Background: an optimization exercise with open tools, aiming at small area, a short achievable clock period and few clock cycles per item. Do not read the settings as production practice.
No activity file was given, so power comes from the tool's default toggle rates.

==> module zigzag_rle, before the edit <==
module zigzag_rle (
  input  logic       clk,
  input  logic       reset,
  input  logic [8:0] dctq,
  input  logic       dctq_valid,
  input  logic [5:0] addr,
  output logic       hold,
  output logic [5:0] rle_run,
  output logic [8:0] rle_level,
  output logic       rle_eob,
  output logic       rle_valid,
  input  logic       rle_ready,
  output logic       overflow
);
  localparam logic [383:0] ZZ =
    384'hffedefdbdf35ba77e6b74efacec95e5cf59d92bcb9e31aa371538718d51b8a9c2885a4cc1442d2660611283089408040;
  logic [8:0]  mem [0:63];      
  logic        q0_v, blk, full;
  logic [5:0]  q0_a;
  logic [7:0]  q0_hi, q0_lo;    
  logic [8:0]  q0_d;
  logic        commit, blk_end, load, ld_ok;
  logic [63:0] pend;            
  logic [63:0] pend_r;          
  logic [63:0] nz;              
  logic [5:0]  an;              
  logic        q0_vn, blk_n, full_n;
  genvar g;
  generate
    for (g = 0; g < 64; g++) begin : g_map
      assign pend_r[ZZ[6*g +: 6]] = pend[g];
      if (g == 63) begin : g_last
        assign nz[g] = full ? |mem[63] : |q0_d;
      end else begin : g_other
        assign nz[g] = |mem[ZZ[6*g +: 6]];
      end
    end
  endgenerate
  assign commit  = q0_v & ~hold;
  assign blk_end = commit & q0_hi[7] & q0_lo[7];
  assign load    = ld_ok & room & (full | blk_end);
  assign an      = hold ? q0_a : addr;
  assign q0_vn   = hold | dctq_valid;
  assign blk_n   = load ? (an != 6'd0)
                        : (hold ? pend_r[q0_a] : pend_r[addr]);
  assign full_n  = (full | blk_end) & ~load;
  always_ff @(posedge clk) begin
    for (int r = 0; r < 64; r++)
      if (commit && q0_hi[r / 8] && q0_lo[r % 8]) mem[r] <= q0_d;
    if (!hold) begin
      q0_a <= addr;
      for (int i = 0; i < 8; i++) begin
        q0_hi[i] <= addr[5:3] == 3'(i);
        q0_lo[i] <= addr[2:0] == 3'(i);
      end
      q0_d <= dctq;
    end
  end
  logic        eob_due;
  logic        room;
  logic        sel_v;           
  logic [7:0]  sel_g, sel_l;    
  logic [7:0]  grp, gfirst, lfirst, glow;
  logic [63:0] lower;           
  always_comb begin
    for (int j = 0; j < 8; j++)
      grp[j] = |pend[8*j +: 8];
    for (int j = 0; j < 8; j++) begin
      glow[j] = 1'b0;
      for (int m = 0; m < j; m++)
        glow[j] = glow[j] | grp[m];
      gfirst[j] = grp[j] & ~glow[j];
    end
    for (int k = 0; k < 64; k++) begin
      lower[k] = glow[k / 8];
      for (int m = 8 * (k / 8); m < k; m++)
        lower[k] = lower[k] | pend[m];
    end
    lfirst = 8'd0;
    for (int j = 0; j < 8; j++)
      for (int i = 0; i < 8; i++)
        lfirst[i] = lfirst[i] | (pend[8*j + i] & ~lower[8*j + i]);
  end
  logic       e1_v, e2_v, e1_eob, e2_eob;
  logic [5:0] e1_run, e2_run;
  logic [8:0] e1_level, e2_level;
  logic       rv;                  
  logic       s0, s1, s2, le2, le3;
  assign deq = rle_valid & rle_ready;
  assign s0  = ~sel_v & ~rv;
  assign s1  = sel_v ^ rv;
  assign s2  = sel_v & rv;
  assign le2 = (s0 & ~e2_v) | (s1 & ~e1_v) | (s2 & ~rle_valid);
  assign le3 = s0 | (s1 & ~e2_v) | (s2 & ~e1_v);
  assign room = deq ? le3 : le2;
  logic       slot_empty, eob_now;
  assign slot_empty = ~|sel_g;
  assign eob_now    = sel_v & slot_empty & eob_due;
  always_ff @(posedge clk) begin
    if (reset) begin
      q0_v     <= 1'b0;
      blk      <= 1'b0;
      hold     <= 1'b0;
      full     <= 1'b0;
      overflow <= 1'b0;
      pend     <= 64'd0;
      ld_ok    <= 1'b0;
      eob_due  <= 1'b0;
      sel_v    <= 1'b0;
    end else begin
      if (dctq_valid && hold) overflow <= 1'b1;
      q0_v <= q0_vn;
      blk  <= blk_n;
      full <= full_n;
      hold <= q0_vn & (blk_n | full_n);
      sel_v <= room;
      pend <= (pend & (lower | {64{~room}})) |
              ({64{load}} & nz & ~64'd1);
      if (eob_now) eob_due <= 1'b0;
      if (load)    eob_due <= 1'b1;
      ld_ok <= ~load & (~eob_due | eob_now);
    end
  end
  always_ff @(posedge clk) begin
    sel_g   <= gfirst | {7'd0, load};
    sel_l   <= lfirst | {7'd0, load};
  end
  logic [8:0] rd_level, byte_lv [0:7];
  logic [5:0] rd_run, p_o, sel_k;    
  logic [8:0] r_level;
  logic [5:0] r_run;
  logic       r_eob;
  always_comb begin
    sel_k = 6'd0;
    for (int j = 0; j < 8; j++) begin
      if (sel_g[j]) sel_k[5:3] = sel_k[5:3] | 3'(j);
      if (sel_l[j]) sel_k[2:0] = sel_k[2:0] | 3'(j);
    end
    rd_level = 9'd0;
    for (int j = 0; j < 8; j++) begin
      byte_lv[j] = 9'd0;
      for (int i = 0; i < 8; i++)
        if (sel_l[i]) byte_lv[j] = byte_lv[j] | mem[ZZ[6*(8*j + i) +: 6]];
      if (sel_g[j]) rd_level = rd_level | byte_lv[j];
    end
    rd_run = slot_empty ? 6'd0 : sel_k + ~p_o;
  end
  always_ff @(posedge clk) begin
    if (reset)                     p_o <= 6'd63;
    else if (sel_v && !slot_empty) p_o <= sel_k;
    else if (eob_now)              p_o <= 6'd63;
    r_level <= rd_level;
    r_run   <= rd_run;
    r_eob   <= slot_empty;
  end
  always_ff @(posedge clk) begin
    if (reset) begin
      rv        <= 1'b0;
      rle_valid <= 1'b0;
      e1_v      <= 1'b0;
      e2_v      <= 1'b0;
    end else begin
      rv <= sel_v & (~slot_empty | eob_due);
      if (deq) begin
        rle_valid <= e1_v | rv;
        e1_v      <= e2_v | (e1_v & rv);
        e2_v      <= e2_v & rv;
      end else begin
        rle_valid <= rle_valid | rv;
        e1_v      <= e1_v | (rle_valid & rv);
        e2_v      <= e2_v | (e1_v & rv);
      end
    end
  end
  always_ff @(posedge clk) begin
    if (deq ? e1_v : !rle_valid) begin
      rle_eob   <= deq ? e1_eob   : r_eob;
      rle_run   <= deq ? e1_run   : r_run;
      rle_level <= deq ? e1_level : r_level;
    end else if (deq) begin
      rle_eob   <= r_eob;
      rle_run   <= r_run;
      rle_level <= r_level;
    end
    if (deq ? e2_v : !e1_v) begin
      e1_eob   <= deq ? e2_eob   : r_eob;
      e1_run   <= deq ? e2_run   : r_run;
      e1_level <= deq ? e2_level : r_level;
    end else if (deq) begin
      e1_eob   <= r_eob;
      e1_run   <= r_run;
      e1_level <= r_level;
    end
    if (deq || !e2_v) begin
      e2_eob   <= r_eob;
      e2_run   <= r_run;
      e2_level <= r_level;
    end
  end
endmodule
make LEC_CHECK=0 ABC_CLOCK_PERIOD_IN_PS=2500 CAP_MARGIN=20 CORE_MARGIN=2 CORE_UTILIZATION=40 SETUP_SLACK_MARGIN=2.5 SLEW_MARGIN=20 finish   # period 5.0 ns
run.sh (not shown) runs the stock make flow with config.mk's settings and CLKGATE_MAP_FILE= SYNTH_SCRIPT=/design/flow/synth_recipe.tcl, a recipe that flattens the netlist after the stock synthesis.
Edit:
--- a/flow/design.v
+++ b/flow/design.v
@@ -54,17 +54,19 @@
         q0_lo[i] <= addr[2:0] == 3'(i);
       end
       q0_d <= dctq;
     end
   end
   logic        eob_due;
-  logic        room;
-  logic        sel_v;           
+  logic        issue, found, room;
+  logic        sel_v, sel_eob;
   logic [7:0]  sel_g, sel_l;    
+  logic [5:0]  sel_k;           
   logic [7:0]  grp, gfirst, lfirst, glow;
   logic [63:0] lower;           
+  logic [2:0]  gbin, lbin;
   always_comb begin
     for (int j = 0; j < 8; j++)
       grp[j] = |pend[8*j +: 8];
     for (int j = 0; j < 8; j++) begin
       glow[j] = 1'b0;
       for (int m = 0; m < j; m++)
@@ -77,28 +79,33 @@
         lower[k] = lower[k] | pend[m];
     end
     lfirst = 8'd0;
     for (int j = 0; j < 8; j++)
       for (int i = 0; i < 8; i++)
         lfirst[i] = lfirst[i] | (pend[8*j + i] & ~lower[8*j + i]);
-  end
+    gbin = 3'd0;
+    lbin = 3'd0;
+    for (int j = 0; j < 8; j++) begin
+      if (gfirst[j]) gbin = gbin | 3'(j);
+      if (lfirst[j]) lbin = lbin | 3'(j);
+    end
+  end
+  assign found = |grp;
   logic       e1_v, e2_v, e1_eob, e2_eob;
   logic [5:0] e1_run, e2_run;
   logic [8:0] e1_level, e2_level;
   logic       rv;                  
   logic       s0, s1, s2, le2, le3;
   assign deq = rle_valid & rle_ready;
   assign s0  = ~sel_v & ~rv;
   assign s1  = sel_v ^ rv;
   assign s2  = sel_v & rv;
   assign le2 = (s0 & ~e2_v) | (s1 & ~e1_v) | (s2 & ~rle_valid);
   assign le3 = s0 | (s1 & ~e2_v) | (s2 & ~e1_v);
   assign room = deq ? le3 : le2;
-  logic       slot_empty, eob_now;
-  assign slot_empty = ~|sel_g;
-  assign eob_now    = sel_v & slot_empty & eob_due;
+  assign issue = room & (found | eob_due);
   always_ff @(posedge clk) begin
     if (reset) begin
       q0_v     <= 1'b0;
       blk      <= 1'b0;
       hold     <= 1'b0;
       full     <= 1'b0;
@@ -110,60 +117,56 @@
     end else begin
       if (dctq_valid && hold) overflow <= 1'b1;
       q0_v <= q0_vn;
       blk  <= blk_n;
       full <= full_n;
       hold <= q0_vn & (blk_n | full_n);
-      sel_v <= room;
+      sel_v <= issue | load;
       pend <= (pend & (lower | {64{~room}})) |
               ({64{load}} & nz & ~64'd1);
-      if (eob_now) eob_due <= 1'b0;
-      if (load)    eob_due <= 1'b1;
-      ld_ok <= ~load & (~eob_due | eob_now);
-    end
-  end
-  always_ff @(posedge clk) begin
+      if (issue && !found) eob_due <= 1'b0;
+      if (load) eob_due <= 1'b1;
+      ld_ok <= ~found & ~load & ~(eob_due & ~(issue & ~found));
+    end
+  end
+  always_ff @(posedge clk) begin
+    sel_eob <= ~found & ~load;
     sel_g   <= gfirst | {7'd0, load};
     sel_l   <= lfirst | {7'd0, load};
+    sel_k   <= {gbin, lbin};
   end
   logic [8:0] rd_level, byte_lv [0:7];
-  logic [5:0] rd_run, p_o, sel_k;    
+  logic [5:0] rd_run, p_o;
   logic [8:0] r_level;
   logic [5:0] r_run;
   logic       r_eob;
   always_comb begin
-    sel_k = 6'd0;
-    for (int j = 0; j < 8; j++) begin
-      if (sel_g[j]) sel_k[5:3] = sel_k[5:3] | 3'(j);
-      if (sel_l[j]) sel_k[2:0] = sel_k[2:0] | 3'(j);
-    end
     rd_level = 9'd0;
     for (int j = 0; j < 8; j++) begin
       byte_lv[j] = 9'd0;
       for (int i = 0; i < 8; i++)
         if (sel_l[i]) byte_lv[j] = byte_lv[j] | mem[ZZ[6*(8*j + i) +: 6]];
       if (sel_g[j]) rd_level = rd_level | byte_lv[j];
     end
-    rd_run = slot_empty ? 6'd0 : sel_k + ~p_o;
-  end
-  always_ff @(posedge clk) begin
-    if (reset)                     p_o <= 6'd63;
-    else if (sel_v && !slot_empty) p_o <= sel_k;
-    else if (eob_now)              p_o <= 6'd63;
+    rd_run = sel_eob ? 6'd0 : sel_k + ~p_o;
+  end
+  always_ff @(posedge clk) begin
+    if (reset)      p_o <= 6'd63;
+    else if (sel_v) p_o <= sel_eob ? 6'd63 : sel_k;
     r_level <= rd_level;
     r_run   <= rd_run;
-    r_eob   <= slot_empty;
+    r_eob   <= sel_eob;
   end
   always_ff @(posedge clk) begin
     if (reset) begin
       rv        <= 1'b0;
       rle_valid <= 1'b0;
       e1_v      <= 1'b0;
       e2_v      <= 1'b0;
     end else begin
-      rv <= sel_v & (~slot_empty | eob_due);
+      rv <= sel_v;
       if (deq) begin
         rle_valid <= e1_v | rv;
         e1_v      <= e2_v | (e1_v & rv);
         e2_v      <= e2_v & rv;
       end else begin
         rle_valid <= rle_valid | rv;
Outcome: First-iteration DRC count is higher by about a fifth; cell count increases by a few percent; clock-buffer cell count went up by 4; synthesized cell count went up by a few percent; design area came out higher slightly; critical path depth goes up by 2; maximum frequency fell slightly; flip-flop and latch count goes up by 7; via count rises by a few percent; utilization hardly moves; routed wire length rises by a few percent; setup slack is worse by 0.022 ns; power is higher by roughly a tenth; sequential share of layout area rose by 0.19 points.
Function was not checked in any run of this note: the RTL went through the layout flow alone.

==> separate check: timing with driven ports <==
No port has a modelled driver above. Below, the same layouts with a new extraction and two added sets of constraints.
Step 1 assumes that a clkbuf_16 drives the clock port and a buf_2 every other input.
Step 2 moves the port delays by t, midway between the first and last clock arrival at a register: inputs arrive t later, outputs are due t later. That takes back most of the time a late clock gives input paths.
a / b / c = ideal / step 1 / step 2; a / b = the first two.
| run | t (ns) | setup slack, ns | cell pins on the clock port's net |
|---|---|---|---|
| the first run | 0.708 | 2.455 / 2.455 / 1.911 | 1 |
| the second run | 0.686 | 2.433 / 2.433 / 1.859 | 1 |
After both steps every run listed still meets setup and hold. For the second run, which loses most, drivers alone change the setup slack by 0.000 ns; drivers and shift together by -0.574 ns.
